From an optimization exercise on the open Yosys and OpenROAD flow, aimed at small area, a short achievable clock period and few clock cycles per item; shortcuts taken in it are not production practice. Only simulation tests tie the RTL to the original design; equivalence was not proved. Power is estimated from default activity; no workload was simulated.

[flow/config.mk]
export PLATFORM = sky130hd
export DESIGN_NAME = heading_pid_steer_controller
export DESIGN_NICKNAME = heading_pid_steer_controller
export VERILOG_FILES = /design/flow/design.v
export SDC_FILE = /design/flow/constraint.sdc
export NUM_CORES = 4
export LEC_CHECK = 0
export CAP_MARGIN = 20
export CORE_MARGIN = 2
export CORE_UTILIZATION = 40
export SLEW_MARGIN = 20
[flow/constraint.sdc]
create_clock -name core_clock -period 6.0 [get_ports {clock}]
set_input_delay 1.2000 -clock core_clock [delete_from_list [all_inputs] [get_ports {clock}]]
set_output_delay 1.2000 -clock core_clock [all_outputs]
set_load 0.01 [all_outputs]
[flow/design.v]
package hpid_pkg;
   localparam int OP_W        = 3;
   localparam int ANGLE_IN_W  = 18;
   localparam int THROTTLE_W  = 15;
   localparam int STEER_W     = 15;
   localparam int HEADING_W   = 16;
   localparam int INTEG_W     = 15;
   localparam int DIFF_W      = 17;
   localparam int DERIV_W     = 24;
   localparam int MULT_W      = 16;
   localparam int ACC_W       = 41;
   localparam int GAIN_W     = 16;
   localparam int LIMIT_W    = 14;
   localparam int BAND_W     = 15;
   localparam int PERIOD_W   = 16;
   localparam int RATE_W     = 10;
   localparam int CSR_IDX_W  = 3;
   localparam int CSR_DATA_W = 16;
   localparam logic [OP_W-1:0] OP_YAW      = 3'd0;
   localparam logic [OP_W-1:0] OP_TARGET   = 3'd1;
   localparam logic [OP_W-1:0] OP_ENABLE   = 3'd2;
   localparam logic [OP_W-1:0] OP_TICK     = 3'd3;
   localparam logic [OP_W-1:0] OP_THROTTLE = 3'd4;
   localparam int PI_Q     = 25736;
   localparam int TWO_PI_Q = 51472;
   localparam int TARGET_JUMP_MAX = 81;
endpackage
module hpid_smac (
   input  logic signed [23:0] a,
   input  logic        [15:0] b,
   input  logic signed [40:0] c,
   output logic signed [40:0] y
);
   logic [16:0] bb;
   logic [40:0] rows [0:8];
   logic [40:0] kconst;
   logic [40:0] negv;
   always_comb begin
      bb     = {1'b0, b};
      kconst = '0;
      negv   = '0;
      for (int i = 0; i < 9; i++) begin
         logic        x2, x1, x0, one, two, neg;
         logic [24:0] sel;
         logic [24:0] pp;
         logic [40:0] r;
         x2  = (2*i+1 <= 16) ? bb[2*i+1] : 1'b0;
         x1  = bb[2*i];
         x0  = (i == 0) ? 1'b0 : bb[2*i-1];
         one = x1 ^ x0;
         two = (x2 & ~x1 & ~x0) | (~x2 & x1 & x0);
         neg = x2 & ~(x1 & x0);
         sel = one ? {a[23], a} : (two ? {a, 1'b0} : 25'd0);
         pp  = sel ^ {25{neg}};
         r        = '0;
         r[24:0]  = {~pp[24], pp[23:0]};
         rows[i]  = r << (2*i);
         kconst   = kconst - (41'd1 << (24 + 2*i));
         negv[2*i] = neg;
      end
   end
   assign y = c + kconst + rows[0] + rows[1] + rows[2] + rows[3] + rows[4] + rows[5]
            + rows[6] + rows[7] + rows[8] + negv;
endmodule
import hpid_pkg::*;
module hpid_ctrl (
   input  logic                   clock,
   input  logic                   reset,
   input  logic [GAIN_W-1:0]      gain_p,
   input  logic [GAIN_W-1:0]      gain_i,
   input  logic [GAIN_W-1:0]      gain_d,
   input  logic [LIMIT_W-1:0]     steer_limit,
   input  logic [BAND_W-1:0]      error_band,
   input  logic [PERIOD_W-1:0]    tick_period,
   input  logic [RATE_W-1:0]      tick_rate,
   input  logic                   req_valid,
   output logic                   req_ready,
   input  logic [OP_W-1:0]        req_op,
   input  logic [ANGLE_IN_W-1:0]  req_angle_in,
   input  logic [THROTTLE_W-1:0]  req_throttle_in,
   input  logic                   req_enable_in,
   output logic                   rsp_valid,
   input  logic                   rsp_ready,
   output logic [STEER_W-1:0]     rsp_steer_out,
   output logic [THROTTLE_W-1:0]  rsp_throttle_out,
   output logic                   rsp_in_band
);
   logic                  c_v;
   logic [OP_W-1:0]       c_op;
   logic [ANGLE_IN_W-1:0] c_data;
   logic                  c_en;
   logic signed [HEADING_W-1:0]  yaw, target, prev;
   logic                         yaw_seen, enabled, clr_pend;
   logic signed [THROTTLE_W-1:0] thr;
   logic signed [INTEG_W-1:0]    integ;
   localparam logic [1:0] J_DIS  = 2'd0;
   localparam logic [1:0] J_BAND = 2'd1;
   localparam logic [1:0] J_OOB  = 2'd2;
   logic                         j_v;
   logic [1:0]                   j_kind;
   logic signed [HEADING_W-1:0]  j_err;
   logic signed [DIFF_W-1:0]     j_diff;
   logic signed [THROTTLE_W-1:0] j_thr;
   logic                         j_clr;
   logic                         j_take;
   localparam logic [2:0] B_IDLE = 3'd0;
   localparam logic [2:0] B_M2   = 3'd1;
   localparam logic [2:0] B_M3   = 3'd2;
   localparam logic [2:0] B_M4   = 3'd3;
   localparam logic [2:0] B_M5   = 3'd4;
   localparam logic [2:0] B_E    = 3'd5;
   logic [2:0]                   b_st;
   logic signed [HEADING_W-1:0]  b_err;
   logic signed [DERIV_W-1:0]    b_opa;
   logic signed [THROTTLE_W-1:0] b_thr;
   logic                         b_clr;
   logic signed [ACC_W-1:0]      acc;
   logic signed [HEADING_W-1:0] w;
   logic                        jump;
   logic signed [HEADING_W-1:0] err;
   logic                        inband;
   logic signed [DIFF_W-1:0]    diff;
   logic                        c_isjob, stall_f, f_go;
   always_comb begin
      logic signed [ANGLE_IN_W-1:0] x;
      logic signed [2:0]            k;
      logic signed [DIFF_W-1:0]     td, d;
      logic [HEADING_W-1:0]         eabs;
      x = c_data;
      if (x > ANGLE_IN_W'(5 * PI_Q))        k = 3'sd3;
      else if (x > ANGLE_IN_W'(3 * PI_Q))   k = 3'sd2;
      else if (x > ANGLE_IN_W'(PI_Q))       k = 3'sd1;
      else if (x < -(ANGLE_IN_W'(5 * PI_Q)))  k = -3'sd3;
      else if (x < -(ANGLE_IN_W'(3 * PI_Q)))  k = -3'sd2;
      else if (x < -(ANGLE_IN_W'(PI_Q)))      k = -3'sd1;
      else                                  k = 3'sd0;
      w = x[HEADING_W-1:0] - HEADING_W'(k * TWO_PI_Q);
      td   = DIFF_W'(w) - DIFF_W'(target);
      jump = (td > DIFF_W'(TARGET_JUMP_MAX)) || (td < -(DIFF_W'(TARGET_JUMP_MAX)));
      d = DIFF_W'(target) - DIFF_W'(yaw);
      if (d > DIFF_W'(PI_Q))       err = d[HEADING_W-1:0] - HEADING_W'(TWO_PI_Q);
      else if (d < -(DIFF_W'(PI_Q))) err = d[HEADING_W-1:0] + HEADING_W'(TWO_PI_Q);
      else                         err = d[HEADING_W-1:0];
      eabs   = err[HEADING_W-1] ? -err : err;
      inband = eabs < HEADING_W'(error_band);
      diff   = DIFF_W'(err) - DIFF_W'(prev);
      c_isjob = ((c_op == OP_TICK) && enabled && yaw_seen) ||
                ((c_op == OP_ENABLE) && !c_en && enabled);
      stall_f = c_v && c_isjob && j_v && !j_take;
      f_go    = c_v && !stall_f;
   end
   assign req_ready = !stall_f;
   always_ff @(posedge clock) begin
      if (reset) begin
         c_v <= 1'b0;
      end else if (req_valid && req_ready) begin
         c_v <= 1'b1;
      end else if (f_go) begin
         c_v <= 1'b0;
      end
   end
   always_ff @(posedge clock) begin
      if (req_valid && req_ready) begin
         c_op   <= req_op;
         c_data <= (req_op == OP_THROTTLE) ? ANGLE_IN_W'(req_throttle_in) : req_angle_in;
         c_en   <= req_enable_in;
      end
   end
   logic new_job;
   logic [1:0] new_kind;
   always_comb begin
      new_job  = f_go && c_isjob;
      new_kind = (c_op == OP_ENABLE) ? J_DIS : (inband ? J_BAND : J_OOB);
   end
   always_ff @(posedge clock) begin
      if (reset) begin
         yaw      <= '0;
         yaw_seen <= 1'b0;
         target   <= '0;
         enabled  <= 1'b0;
         prev     <= '0;
         clr_pend <= 1'b0;
         thr      <= '0;
      end else if (f_go) begin
         unique case (c_op)
            OP_YAW: begin
               yaw      <= w;
               yaw_seen <= 1'b1;
            end
            OP_TARGET: begin
               if (jump) begin
                  prev     <= '0;
                  clr_pend <= 1'b1;
               end
               target <= w;
            end
            OP_ENABLE: begin
               if (c_en && !enabled) begin
                  prev     <= '0;
                  clr_pend <= 1'b1;
               end else if (!c_en && enabled) begin
                  thr <= '0;
               end
               enabled <= c_en;
            end
            OP_TICK: begin
               if (enabled && yaw_seen) begin
                  prev     <= err;
                  clr_pend <= 1'b0;
               end
            end
            OP_THROTTLE: begin
               thr <= c_data[THROTTLE_W-1:0];
            end
            default: begin
            end
         endcase
      end
   end
   always_ff @(posedge clock) begin
      if (reset) begin
         j_v <= 1'b0;
      end else if (new_job) begin
         j_v <= 1'b1;
      end else if (j_take) begin
         j_v <= 1'b0;
      end
   end
   always_ff @(posedge clock) begin
      if (new_job) begin
         j_kind <= new_kind;
         j_err  <= err;
         j_diff <= diff;
         j_thr  <= thr;
         j_clr  <= clr_pend;
      end
   end
   logic                      out_free, can_take, take_oob, emit_res, emit_job;
   logic signed [23:0]        mac_a;
   logic [15:0]               mac_b;
   logic signed [ACC_W-1:0]   mac_c, mac_y;
   logic                      mac_on;
   logic signed [INTEG_W-1:0] integ_new;
   logic signed [DERIV_W-1:0] deriv_sat;
   logic signed [STEER_W-1:0] steer_sat;
   hpid_smac u_mac (
      .a (mac_a),
      .b (mac_b),
      .c (mac_c),
      .y (mac_y)
   );
   always_comb begin
      logic signed [16:0]      step;
      logic signed [INTEG_W-1:0] integ_b;
      logic signed [17:0]      i_sum;
      logic signed [28:0]      pid;
      logic signed [28:0]      lim;
      out_free = !rsp_valid || rsp_ready;
      can_take = (b_st == B_IDLE) || ((b_st == B_E) && out_free);
      take_oob = can_take && j_v && (j_kind == J_OOB);
      emit_job = (b_st == B_IDLE) && out_free && j_v && (j_kind != J_OOB);
      j_take   = take_oob || emit_job;
      emit_res = (b_st == B_E) && out_free;
      unique case (b_st)
         B_M2: begin
            mac_a = b_opa;
            mac_b = 16'(tick_rate);
         end
         B_M3: begin
            mac_a = 24'(b_err);
            mac_b = gain_p;
         end
         B_M4: begin
            mac_a = 24'(integ);
            mac_b = gain_i;
         end
         B_M5: begin
            mac_a = b_opa;
            mac_b = gain_d;
         end
         default: begin
            mac_a = 24'(j_err);
            mac_b = tick_period;
         end
      endcase
      mac_c  = ((b_st == B_M4) || (b_st == B_M5)) ? acc : '0;
      mac_on = take_oob || (b_st == B_M2) || (b_st == B_M3) || (b_st == B_M4) ||
               (b_st == B_M5);
      step  = acc[32:16] + 17'(acc[15]);
      integ_b = b_clr ? 15'sd0 : integ;
      i_sum = 18'(integ_b) + 18'(step);
      if (i_sum > 18'sd8192)       integ_new = 15'sd8192;
      else if (i_sum < -18'sd8192) integ_new = -15'sd8192;
      else                         integ_new = i_sum[INTEG_W-1:0];
      if (acc[27:23] != {5{acc[27]}})
         deriv_sat = acc[27] ? 24'sh800000 : 24'sh7FFFFF;
      else
         deriv_sat = acc[23:0];
      pid = acc[40:12] + 29'(acc[11]);
      lim = 29'(steer_limit);
      if (pid > lim)       steer_sat = steer_limit;
      else if (pid < -lim) steer_sat = -(STEER_W'(steer_limit));
      else                 steer_sat = pid[STEER_W-1:0];
   end
   always_ff @(posedge clock) begin
      if (reset) begin
         b_st  <= B_IDLE;
         integ <= '0;
      end else begin
         unique case (b_st)
            B_IDLE: begin
               if (take_oob) b_st <= B_M2;
               if (emit_job && (j_kind == J_BAND)) integ <= '0;
            end
            B_M2: begin
               b_st  <= B_M3;
               integ <= integ_new;
            end
            B_M3: b_st <= B_M4;
            B_M4: b_st <= B_M5;
            B_M5: b_st <= B_E;
            B_E: begin
               if (take_oob)      b_st <= B_M2;
               else if (out_free) b_st <= B_IDLE;
            end
            default: b_st <= B_IDLE;
         endcase
      end
   end
   always_ff @(posedge clock) begin
      if (mac_on) begin
         acc <= mac_y;
      end
      if (take_oob) begin
         b_err <= j_err;
         b_opa <= DERIV_W'(j_diff);
         b_thr <= j_thr;
         b_clr <= j_clr;
      end else if (b_st == B_M3) begin
         b_opa <= deriv_sat;
      end
   end
   always_ff @(posedge clock) begin
      if (reset) begin
         rsp_valid <= 1'b0;
      end else if (emit_res || emit_job) begin
         rsp_valid <= 1'b1;
      end else if (rsp_ready) begin
         rsp_valid <= 1'b0;
      end
   end
   always_ff @(posedge clock) begin
      if (emit_res) begin
         rsp_steer_out    <= steer_sat;
         rsp_throttle_out <= b_thr;
         rsp_in_band      <= 1'b0;
      end else if (emit_job) begin
         rsp_steer_out    <= '0;
         rsp_throttle_out <= (j_kind == J_BAND) ? j_thr : '0;
         rsp_in_band      <= (j_kind == J_BAND);
      end
   end
endmodule
import hpid_pkg::*;
module heading_pid_steer_controller (
   input  logic                  clock,
   input  logic                  reset,
   input  logic                  req_valid,
   output logic                  req_ready,
   input  logic [OP_W-1:0]       req_op,
   input  logic [ANGLE_IN_W-1:0] req_angle_in,
   input  logic [THROTTLE_W-1:0] req_throttle_in,
   input  logic                  req_enable_in,
   output logic                  rsp_valid,
   input  logic                  rsp_ready,
   output logic [STEER_W-1:0]    rsp_steer_out,
   output logic [THROTTLE_W-1:0] rsp_throttle_out,
   output logic                  rsp_in_band,
   input  logic                  csr_wr_en,
   input  logic [CSR_IDX_W-1:0]  csr_index,
   input  logic [CSR_DATA_W-1:0] csr_wr_data
);
   logic [GAIN_W-1:0]   gain_p, gain_i, gain_d;
   logic [LIMIT_W-1:0]  steer_limit;
   logic [BAND_W-1:0]   error_band;
   logic [PERIOD_W-1:0] tick_period;
   logic [RATE_W-1:0]   tick_rate;
   always_ff @(posedge clock) begin
      if (reset) begin
         gain_p      <= 16'd8192;
         gain_i      <= 16'd410;
         gain_d      <= 16'd1229;
         steer_limit <= 14'd8192;
         error_band  <= 15'd410;
         tick_period <= 16'd1311;
         tick_rate   <= 10'd50;
      end else if (csr_wr_en) begin
         unique case (csr_index)
            3'd0: gain_p      <= csr_wr_data[GAIN_W-1:0];
            3'd1: gain_i      <= csr_wr_data[GAIN_W-1:0];
            3'd2: gain_d      <= csr_wr_data[GAIN_W-1:0];
            3'd3: steer_limit <= csr_wr_data[LIMIT_W-1:0];
            3'd4: error_band  <= csr_wr_data[BAND_W-1:0];
            3'd5: tick_period <= csr_wr_data[PERIOD_W-1:0];
            3'd6: tick_rate   <= csr_wr_data[RATE_W-1:0];
            default: begin
            end
         endcase
      end
   end
   hpid_ctrl u_ctrl (
      .clock            (clock),
      .reset            (reset),
      .gain_p           (gain_p),
      .gain_i           (gain_i),
      .gain_d           (gain_d),
      .steer_limit      (steer_limit),
      .error_band       (error_band),
      .tick_period      (tick_period),
      .tick_rate        (tick_rate),
      .req_valid        (req_valid),
      .req_ready        (req_ready),
      .req_op           (req_op),
      .req_angle_in     (req_angle_in),
      .req_throttle_in  (req_throttle_in),
      .req_enable_in    (req_enable_in),
      .rsp_valid        (rsp_valid),
      .rsp_ready        (rsp_ready),
      .rsp_steer_out    (rsp_steer_out),
      .rsp_throttle_out (rsp_throttle_out),
      .rsp_in_band      (rsp_in_band)
   );
endmodule
[flow/run.sh]
#!/bin/bash
# synth_recipe.tcl (not shown) runs the flow's synth.tcl, then flattens the netlist and writes it again
# the make line also repeats each setting of config.mk as NAME=value (left out here)
make -C /OpenROAD-flow-scripts/flow DESIGN_CONFIG=/design/flow/config.mk WORK_HOME=/design/flow/orfs CLKGATE_MAP_FILE= SYNTH_SCRIPT=/design/flow/synth_recipe.tcl finish
==> impl_metrics.toml, run 1 <==
[place]
dp.final_hpwl_um = 84690
gp_congestion = 0.9707
placed_area_um2 = 41750
port_buffers = 93
pre_cts_ws_ps = -2524

[timing]
max_freq_mhz = 128.2
finalHoldViolations = 0
worst_pin_slew_ps = 1035
final-setup-viol-count = 48
finalClockSkew_ps = 46.10
maxSlewHeadroom_pct = 30.98
rsz0062_at_grt = "yes"
slew_violations = 0
tns_ps = -37150
fin_hold_ws_ps = 430.2
fin_crit_ps = 7798
layout_setup_ws_ps = -1798
period_share_pct = 130.0

[critical_path]
worst_path_most_repeated_cell = "fa_1"
cp.required_ps = 6370
slowest_delay_ps = 580
cp.arrival_ps = 8170
crit_fanout = 8
critPathKind = "register to register"
cp-start-kind = "register"
end_kind = "register"
critical-path-slowest-cell = "or4_4"
ff2ff_setup_slack_ps = -1800

[job]
drv_cap = 0

[synthesis]
synth_fp_nets = 4548
synthTopCellsByCount = "458 x nand2_1, 415 x a21oi_1, 327 x inv_1"
synth_warnings = 4
synth_flop_cell = "edfxtp_1"
ys_ff_latch = 391
seq_area_frac_synth_pct = 28.05
synth.most_common_cell = "nand2_1"
synth_largest_area_cell = "edfxtp_1"
ys_types = 95
synth_area_leaders = "edfxtp_1 17%, fa_1 11%, dfxtp_1 11%"
synth_cells = 4019
syn_avg_cell_area_um2 = 8.719
synthArstFlopShare_pct = 0
syn_area_um2 = 35040
synth_top_cell_area_share_pct = 17.14
synth_enable_flop_cells = 200

[clock_tree]
path_clk_slew_ps = 60
holdBufCountCts = 0
clock-sinks = 391
clockBufferDepth = 3
clk_latency_ps = 630
cts_tree = "built"
htreeDepth = 2
cts_root_buffer = "clkbuf_16"
cts_made_buffers = 48

[final_layout]
area_growth_pct = 32.89
postLayoutCellArea_um2 = 46570
antenna_cells = 0
fillCellCount = 7817
multi_input_area_um2 = 25350
seq_area_um2 = 9839
final_nets = 5156
drive_gt1_share_pct = 25.80
fin_util_pct = 53.68

[outcome]
failed_checks = "negative setup slack"
status = "complete, but fails checks"

[grt]
grt_remaining_overflow = 0
grt_usage_pct = 24.78
antenna_found_initial = 2
first_global_vias = 31520
grt_max_degree = 64
grt_pass1_wl_um = 176900

[power_and_ir_drop]
p_leak_nw = 19.01
peakVddDrop_v = 0.0006199
power_density_nw_per_um2 = 415.7

[floorplan]
fp.coreArea_um2 = 86750
fp.dieW_um = 300.0
rows = 108
start_util_pct = 40.39
pin_count = 94
die_h_um = 300.0
dieArea_um2 = 89990

[detailed_routing]
dr_wl_met3_um = 6481
post-route-drc-count = 0
drt-total-wl_um = 113600
drtIter0Drc = 2343
met2_length_um = 54280
highest_layer = "met5"
first_pass_iters = 8
routedWlPerCell_um = 19.52
antenna_left = 0
dr_total_vias = 31830
wl_met1_um = 48070
vias_per_cell = 5.467

[min_path]
hold_path_class = "register to register"
[flip-flops by register name, indices dropped and copies added, names as in the netlist, 16 cells and up]
| register | count |
|---|---|
| tick_period | 16 |
| u_ctrl.acc | 41 |
| gain_i | 16 |
| u_ctrl.c_data | 18 |
| u_ctrl.b_err | 16 |
| u_ctrl.b_opa | 24 |
| u_ctrl.target | 16 |
| u_ctrl.prev | 16 |
| u_ctrl.j_diff | 17 |
| u_ctrl.j_err | 16 |
| gain_p | 16 |
| u_ctrl.yaw | 16 |
| gain_d | 16 |
[path summary, 6_finish.rpt]
| kind | startpoint | endpoint | cells past startpoint |
|---|---|---|---|
| hold reg to reg | u_ctrl.j_clr | u_ctrl.b_clr | 0 |
| setup / recovery | u_ctrl.b_st[2] | u_ctrl.acc[39] | 33 |
| hold / removal | u_ctrl.j_clr | u_ctrl.b_clr | 0 |
| setup reg to reg | u_ctrl.b_st[2] | u_ctrl.acc[39] | 33 |
[worst max-delay path, delay by kind of cell, from the launching register on]
kind / cells / cell delay, ps
AOI/OAI and AO/OA: 11 / 1820
xor gates and xnor gates: 2 / 220
adders and majority gates: 6 / 2870
buffers and inverters: 8 / 900
DFF: 1 / 410
muxes: 1 / 180
and+or+nand+nor: 5 / 1100
[kinds of logic (layout without fill, tap and decap cells)]
kind of cell | count (synthesis) | count (layout) | share of synthesized area, %
and+or+nand+nor | 1234 | 1234 | 16.28
AOI/OAI and AO/OA | 947 | 947 | 17.06
buffers and inverters | 550 | 1198 | 5.945
adders and majority gates | 468 | 468 | 20.95
DFF | 391 | 391 | 28.05
xor gates and xnor gates | 351 | 351 | 8.858
muxes | 78 | 78 | 2.856
[where the power goes]
group	leakage, nW	internal (W)	switching (W)	total (W)
Clock	0.880	0.00192	0.00129	0.00321
Combinational	14.8	0.00652	0.00634	0.0129
Sequential	3.35	0.00325	0.0000469	0.00329
[per-stage QoR]
step / total power, W / instances
6_report: 0.01936 / 5822
5_1_grt: 0.02087 / 5822
4_1_cts: 0.01804 / 5775
3_5_place_dp: 0.01397 / 5616
3_3_place_gp: 0.01379 / 5616
2_1_floorplan: 0.01048 / 4019
[cell usage in the layout (no fill, tap or decap), types with 48 or more instances in the layout]
master           instances
edfxtp_1               200
nand2_1                453
nor3_1                 134
fa_1                   179
dfxtp_1                187
nor2_1                 243
clkdlybuf4s50_1         92
nand3_1                 82
buf_4                  585
ha_1                   221
a22oi_1                 73
o21ai_0                 95
clkbuf_16               56
inv_1                  301
a21oi_2                 61
a21o_1                  69
a21oi_1                349
xor2_1                  48
xnor2_1                273
[what timing repair did]
item / in CTS / in global routing
resized for setup: 183 / 216
setup endpoints to repair: 51 / 55
pin swaps: 151 / 165
buffers inserted: 68 / 47
gates cloned: 4 / 2
[metal layers]
layer | track usage [%] | vias to the layer above
met4 | 9.917 | 4
met3 | 3.273 | 251
met1 | 31.71 | 15380
met5 | 0 | -
met2 | 42.27 | 1008
li1 | - | 15180
[layout make-up]
type / count / share of cell area (%)
Clock buffer: 63 / 3.063
Tap cell: 1155 / 3.103
Multi-Input combinational cell: 3078 / 54.42
Clock inverter: 27 / 0.7308
Timing Repair Buffer: 776 / 14.87
Sequential cell: 391 / 21.13
Inverter: 332 / 2.684
Testbench counts, summed over its fixed seeds: cycles 8,528, items 1,961.
==> inputs of run 2 (changes only) <==
--- a/flow/design.v
+++ b/flow/design.v
@@ -28,21 +28,20 @@
 module hpid_smac (
    input  logic signed [23:0] a,
    input  logic        [15:0] b,
-   input  logic signed [40:0] c,
-   output logic signed [40:0] y
+   input  logic               add15,
+   input  logic               add11,
+   output logic        [40:0] s,
+   output logic        [40:0] c
 );
    logic [16:0] bb;
    logic [40:0] rows [0:8];
-   logic [40:0] kconst;
-   logic [40:0] negv;
    always_comb begin
-      bb     = {1'b0, b};
-      kconst = '0;
-      negv   = '0;
+      logic prev_neg;
+      bb       = {1'b0, b};
+      prev_neg = 1'b0;
       for (int i = 0; i < 9; i++) begin
          logic        x2, x1, x0, one, two, neg;
-         logic [24:0] sel;
-         logic [24:0] pp;
+         logic [24:0] sel, pp;
          logic [40:0] r;
          x2  = (2*i+1 <= 16) ? bb[2*i+1] : 1'b0;
          x1  = bb[2*i];
@@ -52,15 +51,44 @@
          neg = x2 & ~(x1 & x0);
          sel = one ? {a[23], a} : (two ? {a, 1'b0} : 25'd0);
          pp  = sel ^ {25{neg}};
-         r        = '0;
-         r[24:0]  = {~pp[24], pp[23:0]};
-         rows[i]  = r << (2*i);
-         kconst   = kconst - (41'd1 << (24 + 2*i));
-         negv[2*i] = neg;
+         r   = '0;
+         if (i == 0) begin
+            r[23:0]  = pp[23:0];
+            r[24]    = pp[24];
+            r[25]    = pp[24];
+            r[26]    = ~pp[24];
+            for (int j = 27; j < 41; j += 2) r[j] = 1'b1;
+         end else begin
+            r[2*i +: 25] = {~pp[24], pp[23:0]};
+            r[2*i-2] = prev_neg;
+         end
+         if (i == 8) begin
+            r[15] = add15;
+            r[11] = add11;
+         end
+         rows[i]  = r;
+         prev_neg = neg;
       end
    end
-   assign y = c + kconst + rows[0] + rows[1] + rows[2] + rows[3] + rows[4] + rows[5]
-            + rows[6] + rows[7] + rows[8] + negv;
+   function automatic logic [81:0] csa(input logic [40:0] x, input logic [40:0] y,
+                                       input logic [40:0] z);
+      logic [40:0] sum, cy;
+      sum = x ^ y ^ z;
+      cy  = ((x & y) | (x & z) | (y & z)) << 1;
+      csa = {sum, cy};
+   endfunction
+   logic [81:0] t0, t1, t2, t3, t4, t5, t6;
+   always_comb begin
+      t0 = csa(rows[0], rows[1], rows[2]);
+      t1 = csa(rows[3], rows[4], rows[5]);
+      t2 = csa(rows[6], rows[7], rows[8]);
+      t3 = csa(t0[81:41], t0[40:0], t1[81:41]);
+      t4 = csa(t1[40:0], t2[81:41], t2[40:0]);
+      t5 = csa(t3[81:41], t3[40:0], t4[81:41]);
+      t6 = csa(t5[81:41], t5[40:0], t4[40:0]);
+      s  = t6[81:41];
+      c  = t6[40:0];
+   end
 endmodule
 import hpid_pkg::*;
 module hpid_ctrl (
@@ -103,16 +131,15 @@
    logic signed [THROTTLE_W-1:0] j_thr;
    logic                         j_clr;
    logic                         j_take;
-   localparam logic [2:0] B_IDLE = 3'd0;
-   localparam logic [2:0] B_M2   = 3'd1;
-   localparam logic [2:0] B_M3   = 3'd2;
-   localparam logic [2:0] B_M4   = 3'd3;
-   localparam logic [2:0] B_M5   = 3'd4;
-   localparam logic [2:0] B_E    = 3'd5;
+   localparam logic [2:0] B_RDY = 3'd0;
+   localparam logic [2:0] B_I2  = 3'd1;
+   localparam logic [2:0] B_I3  = 3'd2;
+   localparam logic [2:0] B_I4  = 3'd3;
+   localparam logic [2:0] B_I5  = 3'd4;
    logic [2:0]                   b_st;
    logic signed [HEADING_W-1:0]  b_err;
-   logic signed [DERIV_W-1:0]    b_opa;
-   logic signed [THROTTLE_W-1:0] b_thr;
+   logic signed [DIFF_W-1:0]     b_diff;
+   logic signed [THROTTLE_W-1:0] b_thr, e_thr;
    logic                         b_clr;
    logic signed [ACC_W-1:0]      acc;
    logic signed [HEADING_W-1:0] w;
@@ -235,60 +262,51 @@
          j_clr  <= clr_pend;
       end
    end
-   logic                      out_free, can_take, take_oob, emit_res, emit_job;
-   logic signed [23:0]        mac_a;
-   logic [15:0]               mac_b;
-   logic signed [ACC_W-1:0]   mac_c, mac_y;
-   logic                      mac_on;
+   logic                      out_free;
+   logic                      tp_drain, bp_first;
+   logic                      take_oob, take_band, emit_job, fill_bp, e_fire, bp_fire;
    logic signed [INTEG_W-1:0] integ_new;
    logic signed [DERIV_W-1:0] deriv_sat;
    logic signed [STEER_W-1:0] steer_sat;
+   logic                         bp_v, bp_behind, bp_band;
+   logic signed [THROTTLE_W-1:0] bp_thr;
+   logic signed [23:0] x_a, x_a_in;
+   logic [15:0]        x_b, x_b_in;
+   logic               x_v, x_acc, x_gd, x_c15, x_c11;
+   logic               x_v_in, x_acc_in, x_gd_in, x_c15_in, x_c11_in;
+   logic [40:0]        y_s, y_c, mul_s, mul_c;
+   logic               y_v, y_acc, y_gd;
+   logic               e_v;
    hpid_smac u_mac (
-      .a (mac_a),
-      .b (mac_b),
-      .c (mac_c),
-      .y (mac_y)
+      .a     (x_a),
+      .b     (x_b),
+      .add15 (x_c15),
+      .add11 (x_c11),
+      .s     (mul_s),
+      .c     (mul_c)
    );
    always_comb begin
-      logic signed [16:0]      step;
+      logic signed [16:0]        step;
       logic signed [INTEG_W-1:0] integ_b;
-      logic signed [17:0]      i_sum;
-      logic signed [28:0]      pid;
-      logic signed [28:0]      lim;
+      logic signed [17:0]        i_sum;
+      logic [14:0]               hi;
+      logic [13:0]               lo;
+      logic [14:0]               lo_plus;
       out_free = !rsp_valid || rsp_ready;
-      can_take = (b_st == B_IDLE) || ((b_st == B_E) && out_free);
-      take_oob = can_take && j_v && (j_kind == J_OOB);
-      emit_job = (b_st == B_IDLE) && out_free && j_v && (j_kind != J_OOB);
-      j_take   = take_oob || emit_job;
-      emit_res = (b_st == B_E) && out_free;
-      unique case (b_st)
-         B_M2: begin
-            mac_a = b_opa;
-            mac_b = 16'(tick_rate);
-         end
-         B_M3: begin
-            mac_a = 24'(b_err);
-            mac_b = gain_p;
-         end
-         B_M4: begin
-            mac_a = 24'(integ);
-            mac_b = gain_i;
-         end
-         B_M5: begin
-            mac_a = b_opa;
-            mac_b = gain_d;
-         end
-         default: begin
-            mac_a = 24'(j_err);
-            mac_b = tick_period;
-         end
-      endcase
-      mac_c  = ((b_st == B_M4) || (b_st == B_M5)) ? acc : '0;
-      mac_on = take_oob || (b_st == B_M2) || (b_st == B_M3) || (b_st == B_M4) ||
-               (b_st == B_M5);
-      step  = acc[32:16] + 17'(acc[15]);
+      tp_drain = x_gd || y_gd || e_v;
+      bp_first = bp_v && !bp_behind;
+      e_fire  = e_v && out_free && !bp_first;
+      bp_fire = bp_first && out_free;
+      take_oob  = (b_st == B_RDY) && j_v && (j_kind == J_OOB) &&
+                  (!tp_drain || (!rsp_valid && !bp_first));
+      emit_job  = (b_st == B_RDY) && j_v && (j_kind != J_OOB) && !tp_drain && !bp_v &&
+                  out_free;
+      fill_bp   = (b_st == B_RDY) && j_v && (j_kind != J_OOB) && !bp_v && !emit_job;
+      take_band = emit_job || fill_bp;
+      j_take    = take_oob || take_band;
+      step    = acc[32:16];
       integ_b = b_clr ? 15'sd0 : integ;
-      i_sum = 18'(integ_b) + 18'(step);
+      i_sum   = 18'(integ_b) + 18'(step);
       if (i_sum > 18'sd8192)       integ_new = 15'sd8192;
       else if (i_sum < -18'sd8192) integ_new = -15'sd8192;
       else                         integ_new = i_sum[INTEG_W-1:0];
@@ -296,64 +314,140 @@
          deriv_sat = acc[27] ? 24'sh800000 : 24'sh7FFFFF;
       else
          deriv_sat = acc[23:0];
-      pid = acc[40:12] + 29'(acc[11]);
-      lim = 29'(steer_limit);
-      if (pid > lim)       steer_sat = steer_limit;
-      else if (pid < -lim) steer_sat = -(STEER_W'(steer_limit));
-      else                 steer_sat = pid[STEER_W-1:0];
+      hi      = acc[40:26];
+      lo      = acc[25:12];
+      lo_plus = 15'(lo) + 15'(steer_limit);
+      if (!acc[40]) begin
+         if ((hi != '0) || (lo > steer_limit)) steer_sat = STEER_W'(steer_limit);
+         else                                  steer_sat = STEER_W'(lo);
+      end else begin
+         if ((hi != '1) || !lo_plus[14])       steer_sat = -(STEER_W'(steer_limit));
+         else                                  steer_sat = {1'b1, lo};
+      end
+      x_a_in   = 24'(j_err);
+      x_b_in   = tick_period;
+      x_v_in   = 1'b0;
+      x_acc_in = 1'b0;
+      x_gd_in  = 1'b0;
+      x_c15_in = 1'b0;
+      x_c11_in = 1'b0;
+      unique case (b_st)
+         B_I2: begin
+            x_a_in = 24'(b_diff);
+            x_b_in = 16'(tick_rate);
+            x_v_in = 1'b1;
+         end
+         B_I3: begin
+            x_a_in   = 24'(b_err);
+            x_b_in   = gain_p;
+            x_v_in   = 1'b1;
+            x_c11_in = 1'b1;
+         end
+         B_I4: begin
+            x_a_in   = 24'(integ_new);
+            x_b_in   = gain_i;
+            x_v_in   = 1'b1;
+            x_acc_in = 1'b1;
+         end
+         B_I5: begin
+            x_a_in   = deriv_sat;
+            x_b_in   = gain_d;
+            x_v_in   = 1'b1;
+            x_acc_in = 1'b1;
+            x_gd_in  = 1'b1;
+         end
+         default: begin
+            x_v_in   = take_oob;
+            x_c15_in = 1'b1;
+         end
+      endcase
    end
    always_ff @(posedge clock) begin
       if (reset) begin
-         b_st  <= B_IDLE;
+         b_st  <= B_RDY;
          integ <= '0;
+         x_v   <= 1'b0;
+         x_gd  <= 1'b0;
+         y_v   <= 1'b0;
+         y_gd  <= 1'b0;
+         e_v   <= 1'b0;
+         bp_v  <= 1'b0;
       end else begin
          unique case (b_st)
-            B_IDLE: begin
-               if (take_oob) b_st <= B_M2;
-               if (emit_job && (j_kind == J_BAND)) integ <= '0;
-            end
-            B_M2: begin
-               b_st  <= B_M3;
-               integ <= integ_new;
-            end
-            B_M3: b_st <= B_M4;
-            B_M4: b_st <= B_M5;
-            B_M5: b_st <= B_E;
-            B_E: begin
-               if (take_oob)      b_st <= B_M2;
-               else if (out_free) b_st <= B_IDLE;
-            end
-            default: b_st <= B_IDLE;
+            B_RDY: if (take_oob) b_st <= B_I2;
+            B_I2:  b_st <= B_I3;
+            B_I3:  b_st <= B_I4;
+            B_I4:  b_st <= B_I5;
+            default: b_st <= B_RDY;
          endcase
+         if (b_st == B_I4) begin
+            integ <= integ_new;
+         end else if (take_band && (j_kind == J_BAND)) begin
+            integ <= '0;
+         end
+         x_v  <= x_v_in;
+         x_gd <= x_gd_in;
+         y_v  <= x_v;
+         y_gd <= x_gd;
+         if (y_gd) begin
+            e_v <= 1'b1;
+         end else if (e_fire) begin
+            e_v <= 1'b0;
+         end
+         if (fill_bp) begin
+            bp_v <= 1'b1;
+         end else if (bp_fire) begin
+            bp_v <= 1'b0;
+         end
       end
    end
    always_ff @(posedge clock) begin
-      if (mac_on) begin
-         acc <= mac_y;
+      x_a   <= x_a_in;
+      x_b   <= x_b_in;
+      x_acc <= x_acc_in;
+      x_c15 <= x_c15_in;
+      x_c11 <= x_c11_in;
+      y_s   <= mul_s;
+      y_c   <= mul_c;
+      y_acc <= x_acc;
+      if (y_v) begin
+         acc <= y_s + y_c + (y_acc ? acc : '0);
       end
       if (take_oob) begin
-         b_err <= j_err;
-         b_opa <= DERIV_W'(j_diff);
-         b_thr <= j_thr;
-         b_clr <= j_clr;
-      end else if (b_st == B_M3) begin
-         b_opa <= deriv_sat;
+         b_err  <= j_err;
+         b_diff <= j_diff;
+         b_thr  <= j_thr;
+         b_clr  <= j_clr;
+      end
+      if (b_st == B_I5) begin
+         e_thr <= b_thr;
+      end
+      if (fill_bp) begin
+         bp_thr    <= (j_kind == J_BAND) ? j_thr : '0;
+         bp_band   <= (j_kind == J_BAND);
+         bp_behind <= tp_drain && !e_fire;
+      end else if (e_fire) begin
+         bp_behind <= 1'b0;
       end
    end
    always_ff @(posedge clock) begin
       if (reset) begin
          rsp_valid <= 1'b0;
-      end else if (emit_res || emit_job) begin
+      end else if (e_fire || bp_fire || emit_job) begin
          rsp_valid <= 1'b1;
       end else if (rsp_ready) begin
          rsp_valid <= 1'b0;
       end
    end
    always_ff @(posedge clock) begin
-      if (emit_res) begin
+      if (e_fire) begin
          rsp_steer_out    <= steer_sat;
-         rsp_throttle_out <= b_thr;
+         rsp_throttle_out <= e_thr;
          rsp_in_band      <= 1'b0;
+      end else if (bp_fire) begin
+         rsp_steer_out    <= '0;
+         rsp_throttle_out <= bp_thr;
+         rsp_in_band      <= bp_band;
       end else if (emit_job) begin
          rsp_steer_out    <= '0;
          rsp_throttle_out <= (j_kind == J_BAND) ? j_thr : '0;
==> run 2 against run 1 <==
Net effect:
- critical path type unchanged
- sequential cell count increased by 152
- largest power group unchanged
- synthesized cell count increased by 1.6%
- the layout still fails its checks (negative setup slack)
- via count decreased by 8.9%
- largest cell class unchanged
==> impl_metrics.toml, run 2 <==
[outcome]
status = "complete, but fails checks"
failed_checks = "negative setup slack"

[power_and_ir_drop]
p_leak_nw = 18.14
power_density_nw_per_um2 = 328.8
peakVddDrop_v = 0.0002884
total_power_w = 0.01431

[detailed_routing]
drtIter0Drc = 2027
routedWlPerCell_um = 18.47
dr_total_vias = 28990
vias_per_cell = 5.260
drt-total-wl_um = 101800
antenna_left = 0
post-route-drc-count = 0
first_pass_iters = 5

[grt]
first_global_vias = 28420
grt_remaining_overflow = 0
grt_usage_pct = 20.70
grt_max_degree = 104
grt_pass1_wl_um = 162400
antenna_found_initial = 1

[clock_tree]
htreeDepth = 2
clock-sinks = 543
path_clk_slew_ps = 60
cts_tree = "built"
clk_latency_ps = 630
cts_made_buffers = 59
cts_root_buffer = "clkbuf_16"
clockBufferDepth = 3

[synthesis]
seq_area_frac_synth_pct = 34.46
synthArstFlopShare_pct = 0
syn_area_um2 = 38080
synth_enable_flop_cells = 225
synth_cells = 4084
synth_flop_cell = "dfxtp_1"
synth_top_cell_area_share_pct = 17.74
ys_types = 111
ys_ff_latch = 543
syn_avg_cell_area_um2 = 9.323
synthTopCellsByCount = "407 x nor2_1, 382 x nand2_1, 334 x inv_1"
synth.most_common_cell = "nor2_1"
synth_warnings = 4
synth_largest_area_cell = "edfxtp_1"
synth_fp_nets = 4564
synth_area_leaders = "edfxtp_1 18%, dfxtp_1 17%, fa_1 11%"

[floorplan]
pin_count = 94
fp.dieW_um = 312.5
die_h_um = 312.5
dieArea_um2 = 97680
start_util_pct = 40.20
rows = 113
fp.coreArea_um2 = 94730

[final_layout]
area_growth_pct = 14.34
antenna_cells = 0
final_common_cell = "nor2_1"
reg_top3 = "u_ctrl.acc x41, u_ctrl.y_s x41, u_ctrl.y_c x36"
instances_no_fill = 5511
drive_gt1_share_pct = 10.50
final_nets = 4676
final_cell_mix = "403 x nor2_1, 382 x nand2_1, 329 x inv_1"

[min_path]
hold_path_class = "register to register"
holdCritStartpoint = "u_ctrl.x_acc"

[place]
dp.final_hpwl_um = 74850
dp_cells = 5372
gp_congestion = 0.8453
port_buffers = 93

[timing]
max_freq_mhz = 155.5
final-setup-viol-count = 17
worst_pin_slew_ps = 1099
rsz0062_at_grt = "yes"
fin_hold_ws_ps = 328.1
maxSlewHeadroom_pct = 26.74
slew_violations = 0
finalHoldViolations = 0
period_share_pct = 107.2
finalClockSkew_ps = 24.05
layout_setup_ws_ps = -432.1
fin_crit_ps = 6432

[critical_path]
critPathBufInv = 3
r2r-start = "u_ctrl.c_data[2]"
cp-start-kind = "register"
cp.arrival_ps = 6970
crit_family = "compound AO/OA/AOI/OAI gates"
worst_path_most_repeated_cell = "o21ai_2"
slowest_delay_ps = 510
critPathKind = "register to register"
cp.required_ps = 6530
crit_start = "u_ctrl.c_data[2]"
critical-path-slowest-cell = "fa_1"
crit_fanout = 4
end_kind = "register"

[job]
drv_cap = 0
-- run 2: cell count changes after synthesis, moves of 39 or more --
| cell | change |
|---|---|
| dfxtp_1 | +127 |
| nand2_1 | -76 |
| xnor2_1 | -145 |
| mux2i_1 | +164 |
| nand2b_1 | +39 |
| a22oi_1 | -47 |
| ha_1 | -55 |
| xor2_1 | +81 |
| a21oi_1 | -160 |
| and2_1 | +72 |
| nor2_1 | +138 |
| nor3_1 | -129 |
-- run 2: final cells by class --
cell class | instances | area (um2)
flip-flops and latches | 543 | 13130
inverters | 338 | 1270
multi-input cells | 2976 | 23210
clock inverters | 31 | 251.5
fillers | 9121 | 51190
well taps | 1265 | 1583
clock buffers | 80 | 1694
repair buffers | 278 | 2399
-- run 2: power breakdown --
group	switching, W	internal, W
Combinational	0.00345	0.00281
Clock	0.00155	0.00207
Sequential	0.000149	0.00430
-- run 2: timing repair --
item                       4_1_cts  5_1_grt
cloned                           5        0
gates resized for setup         24       61
setup endpoints to repair       18       20
pin swaps                       38       43
hold buffers                     0        0
buffers inserted                 9       13
-- run 2: final timing paths --
check                   endpoint  slack, ps  cells past startpoint
setup / recovery  u_ctrl.prev[1]       -430                     29
hold / removal      u_ctrl.y_acc        330                      0
setup reg to reg  u_ctrl.prev[1]       -430                     29
hold reg to reg     u_ctrl.y_acc        330                      0
-- run 2: metrics by stage --
| step | util, % | instance area (um2) | setup TNS (ps) | setup slack [ps] |
|---|---|---|---|---|
| detailed placement | 43.29 | 41010 | -6163 | -408.7 |
| global placement | 43.25 | 40970 | -5856 | -397.9 |
| finish | 45.96 | 43540 | -6975 | -432.1 |
| CTS | 45.58 | 43170 | -6278 | -390.6 |
| global route | 45.96 | 43540 | -11000 | -661.8 |
| floorplan | - | 38140 | -1271 | -150.4 |
-- run 2: worst reg2reg max path, delay by kind of cell, from the launching register on --
kind | cells | cell delay, ps
compound gates | 15 | 2610
simple gates | 6 | 1540
xor+xnor | 1 | 170
buf+inv | 3 | 400
flops | 1 | 390
fa+ha+maj | 4 | 1260
-- run 2: metal layers --
metal / vias up / wire (um) / part of all wire (%) / GRT usage (%)
li1: 14120 / - / - / -
met1: 14080 / 46770 / 46 / 28.90
met2: 645 / 48300 / 47 / 34.27
met3: 146 / 4239 / 4.2 / 2.309
met4: 0 / 2462 / 2.4 / 5.252
met5: - / 0 / 0 / 0
-- run 2: cells by family after synthesis --
group | share of synthesized area (%)
buffers and inverters | 5.820
muxes | 5.967
xor gates and xnor gates | 7.095
DFF | 34.46
AOI/OAI and AO/OA | 13.04
adders and majority gates | 17.79
and+or+nand+nor | 15.83
Testbench counts of run 2, summed over its fixed seeds: cycles 8,587, items 1,961.
==> inputs of run 3 (changes only) <==
--- a/flow/design.v
+++ b/flow/design.v
@@ -117,6 +117,12 @@
    logic [OP_W-1:0]       c_op;
    logic [ANGLE_IN_W-1:0] c_data;
    logic                  c_en;
+   logic                  f1_v;
+   logic [OP_W-1:0]       f1_op;
+   logic [HEADING_W-1:0]  f1_w;
+   logic                  f1_en;
+   logic                        f3_v, f3_dis;
+   logic signed [HEADING_W-1:0] f3_err;
    logic signed [HEADING_W-1:0]  yaw, target, prev;
    logic                         yaw_seen, enabled, clr_pend;
    logic signed [THROTTLE_W-1:0] thr;
@@ -143,47 +149,50 @@
    logic                         b_clr;
    logic signed [ACC_W-1:0]      acc;
    logic signed [HEADING_W-1:0] w;
-   logic                        jump;
+   logic                        jump, tick_on;
    logic signed [HEADING_W-1:0] err;
    logic                        inband;
    logic signed [DIFF_W-1:0]    diff;
-   logic                        c_isjob, stall_f, f_go;
+   logic                        stall, adv;
    always_comb begin
       logic signed [ANGLE_IN_W-1:0] x;
       logic signed [2:0]            k;
       logic signed [DIFF_W-1:0]     td, d;
       logic [HEADING_W-1:0]         eabs;
       x = c_data;
-      if (x > ANGLE_IN_W'(5 * PI_Q))        k = 3'sd3;
-      else if (x > ANGLE_IN_W'(3 * PI_Q))   k = 3'sd2;
-      else if (x > ANGLE_IN_W'(PI_Q))       k = 3'sd1;
+      if (x > ANGLE_IN_W'(5 * PI_Q))          k = 3'sd3;
+      else if (x > ANGLE_IN_W'(3 * PI_Q))     k = 3'sd2;
+      else if (x > ANGLE_IN_W'(PI_Q))         k = 3'sd1;
       else if (x < -(ANGLE_IN_W'(5 * PI_Q)))  k = -3'sd3;
       else if (x < -(ANGLE_IN_W'(3 * PI_Q)))  k = -3'sd2;
       else if (x < -(ANGLE_IN_W'(PI_Q)))      k = -3'sd1;
-      else                                  k = 3'sd0;
+      else                                    k = 3'sd0;
       w = x[HEADING_W-1:0] - HEADING_W'(k * TWO_PI_Q);
-      td   = DIFF_W'(w) - DIFF_W'(target);
+      td   = DIFF_W'($signed(f1_w)) - DIFF_W'(target);
       jump = (td > DIFF_W'(TARGET_JUMP_MAX)) || (td < -(DIFF_W'(TARGET_JUMP_MAX)));
+      tick_on = (f1_op == OP_TICK) && enabled && yaw_seen;
       d = DIFF_W'(target) - DIFF_W'(yaw);
-      if (d > DIFF_W'(PI_Q))       err = d[HEADING_W-1:0] - HEADING_W'(TWO_PI_Q);
+      if (d > DIFF_W'(PI_Q))         err = d[HEADING_W-1:0] - HEADING_W'(TWO_PI_Q);
       else if (d < -(DIFF_W'(PI_Q))) err = d[HEADING_W-1:0] + HEADING_W'(TWO_PI_Q);
-      else                         err = d[HEADING_W-1:0];
-      eabs   = err[HEADING_W-1] ? -err : err;
+      else                           err = d[HEADING_W-1:0];
+      eabs   = f3_err[HEADING_W-1] ? -f3_err : f3_err;
       inband = eabs < HEADING_W'(error_band);
-      diff   = DIFF_W'(err) - DIFF_W'(prev);
-      c_isjob = ((c_op == OP_TICK) && enabled && yaw_seen) ||
-                ((c_op == OP_ENABLE) && !c_en && enabled);
-      stall_f = c_v && c_isjob && j_v && !j_take;
-      f_go    = c_v && !stall_f;
+      diff   = DIFF_W'(f3_err) - DIFF_W'(prev);
+      stall = f3_v && j_v && !j_take;
+      adv   = !stall;
    end
-   assign req_ready = !stall_f;
+   assign req_ready = !c_v || adv;
    always_ff @(posedge clock) begin
       if (reset) begin
-         c_v <= 1'b0;
+         c_v  <= 1'b0;
+         f1_v <= 1'b0;
+         f3_v <= 1'b0;
+      end else if (adv) begin
+         c_v  <= req_valid;
+         f1_v <= c_v;
+         f3_v <= f1_v && (tick_on || ((f1_op == OP_ENABLE) && !f1_en && enabled));
       end else if (req_valid && req_ready) begin
          c_v <= 1'b1;
-      end else if (f_go) begin
-         c_v <= 1'b0;
       end
    end
    always_ff @(posedge clock) begin
@@ -192,12 +201,13 @@
          c_data <= (req_op == OP_THROTTLE) ? ANGLE_IN_W'(req_throttle_in) : req_angle_in;
          c_en   <= req_enable_in;
       end
-   end
-   logic new_job;
-   logic [1:0] new_kind;
-   always_comb begin
-      new_job  = f_go && c_isjob;
-      new_kind = (c_op == OP_ENABLE) ? J_DIS : (inband ? J_BAND : J_OOB);
+      if (adv) begin
+         f1_op  <= c_op;
+         f1_w   <= (c_op == OP_THROTTLE) ? c_data[HEADING_W-1:0] : w;
+         f1_en  <= c_en;
+         f3_dis <= (f1_op == OP_ENABLE);
+         f3_err <= err;
+      end
    end
    always_ff @(posedge clock) begin
       if (reset) begin
@@ -208,55 +218,55 @@
          prev     <= '0;
          clr_pend <= 1'b0;
          thr      <= '0;
-      end else if (f_go) begin
-         unique case (c_op)
-            OP_YAW: begin
-               yaw      <= w;
-               yaw_seen <= 1'b1;
-            end
-            OP_TARGET: begin
-               if (jump) begin
-                  prev     <= '0;
-                  clr_pend <= 1'b1;
+      end else if (adv) begin
+         if (f3_v && !f3_dis) begin
+            prev     <= f3_err;
+            clr_pend <= 1'b0;
+         end
+         if (f1_v) begin
+            unique case (f1_op)
+               OP_YAW: begin
+                  yaw      <= f1_w;
+                  yaw_seen <= 1'b1;
+               end
+               OP_TARGET: begin
+                  if (jump) begin
+                     prev     <= '0;
+                     clr_pend <= 1'b1;
+                  end
+                  target <= f1_w;
+               end
+               OP_ENABLE: begin
+                  if (f1_en && !enabled) begin
+                     prev     <= '0;
+                     clr_pend <= 1'b1;
+                  end else if (!f1_en && enabled) begin
+                     thr <= '0;
+                  end
+                  enabled <= f1_en;
                end
-               target <= w;
-            end
-            OP_ENABLE: begin
-               if (c_en && !enabled) begin
-                  prev     <= '0;
-                  clr_pend <= 1'b1;
-               end else if (!c_en && enabled) begin
-                  thr <= '0;
+               OP_THROTTLE: begin
+                  thr <= f1_w[THROTTLE_W-1:0];
                end
-               enabled <= c_en;
-            end
-            OP_TICK: begin
-               if (enabled && yaw_seen) begin
-                  prev     <= err;
-                  clr_pend <= 1'b0;
+               default: begin
                end
-            end
-            OP_THROTTLE: begin
-               thr <= c_data[THROTTLE_W-1:0];
-            end
-            default: begin
-            end
-         endcase
+            endcase
+         end
       end
    end
    always_ff @(posedge clock) begin
       if (reset) begin
          j_v <= 1'b0;
-      end else if (new_job) begin
+      end else if (f3_v && adv) begin
          j_v <= 1'b1;
       end else if (j_take) begin
          j_v <= 1'b0;
       end
    end
    always_ff @(posedge clock) begin
-      if (new_job) begin
-         j_kind <= new_kind;
-         j_err  <= err;
+      if (f3_v && adv) begin
+         j_kind <= f3_dis ? J_DIS : (inband ? J_BAND : J_OOB);
+         j_err  <= f3_err;
          j_diff <= diff;
          j_thr  <= thr;
          j_clr  <= clr_pend;
@@ -299,10 +309,9 @@
       bp_fire = bp_first && out_free;
       take_oob  = (b_st == B_RDY) && j_v && (j_kind == J_OOB) &&
                   (!tp_drain || (!rsp_valid && !bp_first));
-      emit_job  = (b_st == B_RDY) && j_v && (j_kind != J_OOB) && !tp_drain && !bp_v &&
-                  out_free;
-      fill_bp   = (b_st == B_RDY) && j_v && (j_kind != J_OOB) && !bp_v && !emit_job;
-      take_band = emit_job || fill_bp;
+      take_band = (b_st == B_RDY) && j_v && (j_kind != J_OOB) && !bp_v;
+      emit_job  = take_band && !tp_drain && out_free;
+      fill_bp   = take_band && !emit_job;
       j_take    = take_oob || take_band;
       step    = acc[32:16];
       integ_b = b_clr ? 15'sd0 : integ;
--- a/flow/config.mk
+++ b/flow/config.mk
@@ -5,7 +5,9 @@
 export SDC_FILE = /design/flow/constraint.sdc
 export NUM_CORES = 4
 export LEC_CHECK = 0
+export ABC_CLOCK_PERIOD_IN_PS = 3500
 export CAP_MARGIN = 20
 export CORE_MARGIN = 2
 export CORE_UTILIZATION = 40
+export SETUP_SLACK_MARGIN = 2.0
 export SLEW_MARGIN = 20
==> run 3 against run 2 <==
Net effect:
- the run now finishes clean
- utilization is 0.37 points higher
- hold slack better by 52 ps
- clock-buffer cell count is 13 higher
- via count is 0.34% higher
- fmax is 49% higher
==> impl_metrics.toml, run 3 <==
[outcome]
status = "finished clean"

[synthesis]
ys_ff_latch = 582
synth.most_common_cell = "nand2_1"
synth_warnings = 4
synth_fp_nets = 4575
synth_flop_cell = "dfxtp_1"
synthArstFlopShare_pct = 0
seq_area_frac_synth_pct = 36.89
syn_avg_cell_area_um2 = 9.449
ys_types = 95
synth_enable_flop_cells = 262
synth_cells = 4095
synth_largest_area_cell = "edfxtp_1"
synth_area_leaders = "edfxtp_1 20%, dfxtp_1 17%, fa_1 11%"
synth_top_cell_area_share_pct = 20.33
syn_area_um2 = 38690
synthTopCellsByCount = "455 x nand2_1, 342 x inv_1, 334 x nor2_1"

[grt]
grt_max_degree = 81
antenna_found_initial = 6
first_global_vias = 28610
grt_usage_pct = 21.15
grt_remaining_overflow = 0
grt_pass1_wl_um = 164900

[floorplan]
start_util_pct = 40.19
rows = 114
fp.coreArea_um2 = 96280
dieArea_um2 = 99240
fp.dieW_um = 315.0
die_h_um = 315.0
pin_count = 94

[clock_tree]
clk_latency_ps = 630
clock-sinks = 582
cts_made_buffers = 68
clockBufferDepth = 3
holdBufCountCts = 0
htreeDepth = 3
path_clk_slew_ps = 60
cts_tree = "built"
cts_root_buffer = "clkbuf_16"

[critical_path]
reg2regPathDepth = 20
crit_fanout = 8
cp.required_ps = 6390
critPathKind = "register to register"
slowest_delay_ps = 550
cp-start-kind = "register"
worstPathCellList = "nor4b_4 -> nand3_1 -> o22a_1 -> o21ai_2 -> a211oi_2 -> o31ai_1 -> o21ai_1 -> ha_2 -> fa_1 -> inv_2 -> xnor2_2 -> ha_4 -> nand3_2 -> nand2_1 -> a41o_1 -> nor4_2 -> nor3_1 -> xnor2_1 -> nand2_1 -> xnor2_1"
crit_start = "u_ctrl.c_data[3]"
critical-path-slowest-cell = "edfxtp_1"
ff2ff_setup_slack_ps = 1680
end_kind = "register"
r2r-end = "u_ctrl.f1_w[15]"
r2r-start = "u_ctrl.c_data[3]"
cp.arrival_ps = 4710

[timing]
finalHoldViolations = 0
period_share_pct = 72.03
final-setup-viol-count = 0
slew_violations = 0
fin_crit_ps = 4322
finalClockSkew_ps = 34.30
tns_ps = 0
rsz0062_at_grt = "yes"
worst_pin_slew_ps = 1098
fin_hold_ws_ps = 380.4
max_freq_mhz = 231.4
maxSlewHeadroom_pct = 26.73

[place]
dp.final_hpwl_um = 73230
port_buffers = 93
dp_cells = 5299
gp_congestion = 0.8772

[power_and_ir_drop]
power_density_nw_per_um2 = 306.5
p_leak_nw = 18.27
peakVddDrop_v = 0.0003307

[detailed_routing]
dr_wl_met3_um = 6175
vias_per_cell = 5.280
highest_layer = "met5"
drtIter0Drc = 2149
post-route-drc-count = 0
met2_length_um = 50360
antenna_left = 0
drt-total-wl_um = 107800
wl_met1_um = 47930
routedWlPerCell_um = 19.58
dr_total_vias = 29090
first_pass_iters = 6

[min_path]
hold_path_class = "register to register"
hold_depth = 0
whs_endpoint = "u_ctrl.y_acc"
holdCritStartpoint = "u_ctrl.x_acc"

[final_layout]
reg_top3 = "u_ctrl.acc x41, u_ctrl.y_s x41, u_ctrl.y_c x36"
fin_util_pct = 46.33
final_common_cell = "nand2_1"
drive_gt1_share_pct = 9.570
fillCellCount = 9091
final_cell_mix = "453 x nand2_1, 337 x inv_1, 331 x nor2_1"
final_nets = 4658
instances_no_fill = 5509
multi_input_area_um2 = 22860
seq_area_um2 = 14310
area_growth_pct = 15.27

[job]
drv_cap = 0
## run 3: cell types whose count changed after synthesis, sizes merged, moves of 9 or more
cell | previous run | this run
mux2i | 203 | 184
a22oi | 33 | 23
nand3 | 65 | 81
a21oi | 256 | 274
clkbuf | 202 | 193
nand2 | 382 | 455
mux2 | 21 | 30
xnor2 | 157 | 171
edfxtp | 225 | 262
a21o | 51 | 36
nor2 | 408 | 334
o21ai | 148 | 161
nand4 | 36 | 19
## run 3: worst max-delay path: cells and delay by family, from the launching register on
kind,cells,cell delay [ps]
compound gates,6,1050
simple gates,7,950
fa+ha+maj,3,970
buf+inv,1,80
flops,1,550
xor+xnor,3,480
## run 3: per-layer routing
layer | vias up | global-route usage, %
met5 | - | 0
met4 | 8 | 6.851
met3 | 176 | 3.309
met2 | 728 | 34.48
met1 | 14130 | 28.69
li1 | 14050 | -
## run 3: kinds of logic after synthesis
group	after synthesis	share of synthesized area, %
buf+inv	561	5.503
mux	214	5.633
fa+ha+maj	419	17.51
compound gates	745	12.20
flops	582	36.89
xor+xnor	302	6.894
simple gates	1272	15.38
## run 3: how the worst max path moves through the flow
stage | to | slack [ps] | depth (start not counted)
3_3_place_gp | u_ctrl.y_s[23] | 1480 | 11
2_1_floorplan | u_ctrl.f1_w[15] | 1890 | 21
6_report | u_ctrl.f1_w[15] | 1680 | 20
4_1_cts | req_ready | 1750 | 9
5_1_grt | u_ctrl.f1_w[15] | 1440 | 20
3_5_place_dp | u_ctrl.f1_w[15] | 1390 | 20
## run 3: power breakdown
part           switching, W  internal [W]
sequential         0.000392       0.00464
clock               0.00178       0.00234
combinational       0.00246       0.00205
total               0.00463       0.00904
## run 3: timing repair
action,in CTS,in global routing
pin swaps,24,40
gates cloned,4,8
setup buffers,45,28
resized for setup,86,88
endpoints found under the setup margin,96,114
endpoints found under the hold margin,0,0
## run 3: area by class of cell
| cell class | count | share of cell area, % |
|---|---|---|
| clock buffer | 93 | 4.163 |
| timing repair buffer | 229 | 5.248 |
| inverter | 344 | 2.898 |
| clock inverter | 31 | 0.7742 |
| sequential | 582 | 32.09 |
| antenna | 1 | 0.005610 |
| tap | 1276 | 3.579 |
| multi-input combinational | 2953 | 51.25 |
## run 3: stage by stage
step	worst slack [ps]	power [W]	area [um2]
detailed placement	1390	0.009352	40890
global placement	1478	0.009287	40880
floorplan	1887	0.008259	38730
finish	1678	0.01367	44600
CTS	1748	0.01365	43850
global route	1438	0.01459	44600
Testbench counts of run 3, summed over its fixed seeds: cycles 8,619, items 1,961.
==> inputs of run 4 (changes only) <==
--- a/flow/config.mk
+++ b/flow/config.mk
@@ -5,9 +5,7 @@
 export SDC_FILE = /design/flow/constraint.sdc
 export NUM_CORES = 4
 export LEC_CHECK = 0
-export ABC_CLOCK_PERIOD_IN_PS = 3500
 export CAP_MARGIN = 20
 export CORE_MARGIN = 2
 export CORE_UTILIZATION = 40
-export SETUP_SLACK_MARGIN = 2.0
 export SLEW_MARGIN = 20
==> run 4 against run 3 <==
Net effect:
- hold slack gained 15 ps
- via count shrank 2.7%
- clock power grew 7.3%
- critical path type unchanged
- largest power group unchanged
==> impl_metrics.toml, run 4 <==
[min_path]
hold_path_class = "register to register"

[synthesis]
synth_top_family_by_area = "adder cells"
yosys.area_share.simple_pct = 15.38
syn_area_um2 = 38690
seq_area_frac_synth_pct = 36.89
synth_area_leaders = "edfxtp_1 20%, dfxtp_1 17%, fa_1 11%"
synth_xor_area_share_pct = 6.894
synth.most_common_cell = "nand2_1"
synth_warnings = 4
synthTopCellsByCount = "455 x nand2_1, 342 x inv_1, 334 x nor2_1"
synth_top_cell_area_share_pct = 20.33
syn_avg_cell_area_um2 = 9.449
synth_cells = 4095
synth_enable_flop_cells = 262
synthMuxAreaShare_pct = 5.633
synth_adder_area_share_pct = 17.51
synth_largest_area_cell = "edfxtp_1"
synth_flop_cell = "dfxtp_1"
synthArstFlopShare_pct = 0
synth_compound_area_share_pct = 12.20
ys_types = 95
ys_ff_latch = 582
synth_fp_nets = 4575

[power_and_ir_drop]
p_seq_share_pct = 36.4
p_leak_nw = 17.72
power_density_nw_per_um2 = 316.5
netSwitchingFraction_pct = 33.12
clkPwrFrac_pct = 32.2
internal_power_w = 0.009177
netSwitchingPower_w = 0.004544
combPwrFrac_pct = 31.3
peakVddDrop_v = 0.0002262

[critical_path]
end_kind = "register"
worst_path_most_repeated_cell = "ha_1"
critical-path-slowest-cell = "o21ai_0"
cp-start-kind = "register"
critPathKind = "register to register"
slowest_delay_ps = 750
worstPathCellList = "a41oi_1 -> o21ai_0 -> a311oi_1 -> o21ai_0 -> o21ai_0 -> ha_1 -> ha_1 -> ha_1 -> nand2_1 -> xnor2_1 -> ha_1 -> nand3_1 -> nand2_1 -> a41o_1 -> nor4_1 -> nor3_1 -> xnor2_1 -> nand2_1 -> xnor2_1"
cp.required_ps = 6380
crit_fanout = 10
critPathBufInv = 0
crit_family = "compound AO/OA/AOI/OAI gates"
cp.arrival_ps = 5290

[final_layout]
final_common_cell = "nand2_1"
final_cell_mix = "454 x nand2_1, 341 x inv_1, 333 x nor2_1"
antenna_cells = 0
area_growth_pct = 12.03
fin_util_pct = 45.02
instances_no_fill = 5429
drive_gt1_share_pct = 6.068
final_nets = 4576
reg_top3 = "u_ctrl.acc x41, u_ctrl.y_s x41, u_ctrl.y_c x36"

[floorplan]
dieArea_um2 = 99240
rows = 114
fp.dieW_um = 315.0
die_h_um = 315.0
fp.coreArea_um2 = 96280
pin_count = 94
start_util_pct = 40.19

[timing]
fin_crit_ps = 4913
tns_ps = 0
final-setup-viol-count = 0
max_freq_mhz = 203.5
finalClockSkew_ps = 26.14
slew_violations = 0
rsz0062_at_grt = "no"
worst_pin_slew_ps = 1122
finalHoldViolations = 0
period_share_pct = 81.89
maxSlewHeadroom_pct = 24.76

[detailed_routing]
vias_per_cell = 5.211
first_pass_iters = 5
drt-total-wl_um = 100700
dr_total_vias = 28290
post-route-drc-count = 0
antenna_left = 0
drtIter0Drc = 1782
routedWlPerCell_um = 18.55

[grt]
antenna_found_initial = 4
first_global_vias = 27970
grt_remaining_overflow = 0
grt_usage_pct = 20.42
grt_pass1_wl_um = 159800
grt_max_degree = 128

[clock_tree]
post-cts-setup-buffer-count = 0
clockBufferDepth = 3
cts_root_buffer = "clkbuf_16"
path_clk_slew_ps = 60
clock-sinks = 582
cts_made_buffers = 69
cts-resized-gates = 0
clk_latency_ps = 630
htreeDepth = 3
cts_tree = "built"
holdBufCountCts = 0

[place]
gp_congestion = 0.8602
port_buffers = 93
dp_cells = 5301
dp.final_hpwl_um = 72970

[job]
drv_cap = 0

[outcome]
status = "finished clean"
run 4: cell count changes in the layout (fill, tap and decap cells not counted), moves of 8 or more:
cell | previous run | this run
buf_6 | 14 | 2
buf_4 | 97 | 52
ha_1 | 201 | 215
o21ai_0 | 128 | 138
buf_12 | 15 | 1
ha_4 | 11 | 0
clkbuf_1 | 18 | 10
dfxtp_1 | 304 | 319
dfxtp_2 | 9 | 1
run 4: layout make-up:
type,count,area (um2)
Fill cell,9161,52930
Multi-Input combinational cell,2952,22390
Sequential cell,582,14270
Clock buffer,89,1936
Tap cell,1276,1597
Timing Repair Buffer,147,1354
Inverter,344,1292
Clock inverter,39,503.0
run 4: cells by family after synthesis:
family          Yosys count
simple gates           1272
xor+xnor                302
compound gates          745
flops                   582
mux                     214
buf+inv                 561
fa+ha+maj               419
run 4: final timing paths:
kind / from / to / slack [ps] / depth (start not counted)
worst max-delay path: u_ctrl.c_data[4] / u_ctrl.f1_w[15] / 1090 / 19
worst min-delay path: u_ctrl.x_acc / u_ctrl.y_acc / 400 / 0
worst max register to register: u_ctrl.c_data[4] / u_ctrl.f1_w[15] / 1090 / 19
worst min register to register: u_ctrl.x_acc / u_ctrl.y_acc / 400 / 0
run 4: power by group through the flow:
stage | Combinational [W] | Sequential [W] | Clock [W]
after global routing | 0.00492 | 0.00504 | 0.00468
after detailed placement | 0.00428 | 0.00508 | 0
after CTS | 0.00433 | 0.00500 | 0.00453
final | 0.00430 | 0.00500 | 0.00442
after floorplan | 0.00335 | 0.00490 | 0
after global placement | 0.00420 | 0.00509 | 0
run 4: layer usage:
layer | share of wire (%) | vias to the layer above | GRT usage, % | wire, um
met3 | 5.1 | 134 | 3.427 | 5160
met1 | 46 | 13640 | 28.25 | 46410
met2 | 46 | 634 | 33.00 | 46780
li1 | - | 13880 | - | -
met5 | 0.047 | - | 0 | 47
met4 | 2.3 | 8 | 5.487 | 2310
run 4: metrics by stage:
stage	instance area [um2]	power (W)	setup slack [ps]	hold WS, ps
global placement	40880	0.009287	1225	390.5
CTS	43350	0.01385	1120	405.0
detailed placement	40910	0.009357	1150	391.3
global route	43350	0.01463	586.7	391.7
floorplan	38690	0.008254	1764	309.6
finish	43350	0.01372	1087	395.8

## separate check: timing with driven ports
In the flow no input, the clock included, has a driving cell. The finished layouts below were timed again as built, in two steps. Step 1: set_driving_cell puts a clkbuf_16 on clock and a buf_2 on each other input, an assumption about the parent block. Step 2 moves the port delays by t, midway between the first and last clock arrival at a register: inputs arrive t later, outputs are due t later. That takes back most of the time a late clock gives input paths. Slacks: ideal / step 1 / step 2; pairs: ideal / step 1.
| run | shift t [ns] | setup WS [ns] | worst hold slack (ns) | worst setup path after step 2 | latest minus earliest clock arrival (ns) |
|---|---|---|---|---|---|
| run 1 | 0.678 | -1.798 / -1.798 / -1.798 | 0.430 / 0.430 / 0.430 | register to register | 0.049 / 0.050 |
| run 2 | 0.684 | -0.432 / -0.432 / -0.432 | 0.328 / 0.328 / 0.328 | register to register | 0.024 / 0.024 |
| run 3 | 0.679 | 1.678 / 1.678 / 1.678 | 0.380 / 0.380 / 0.380 | register to register | 0.045 / 0.046 |
| run 4 | 0.683 | 1.087 / 1.087 / 1.087 | 0.396 / 0.396 / 0.396 | register to register | 0.028 / 0.028 |
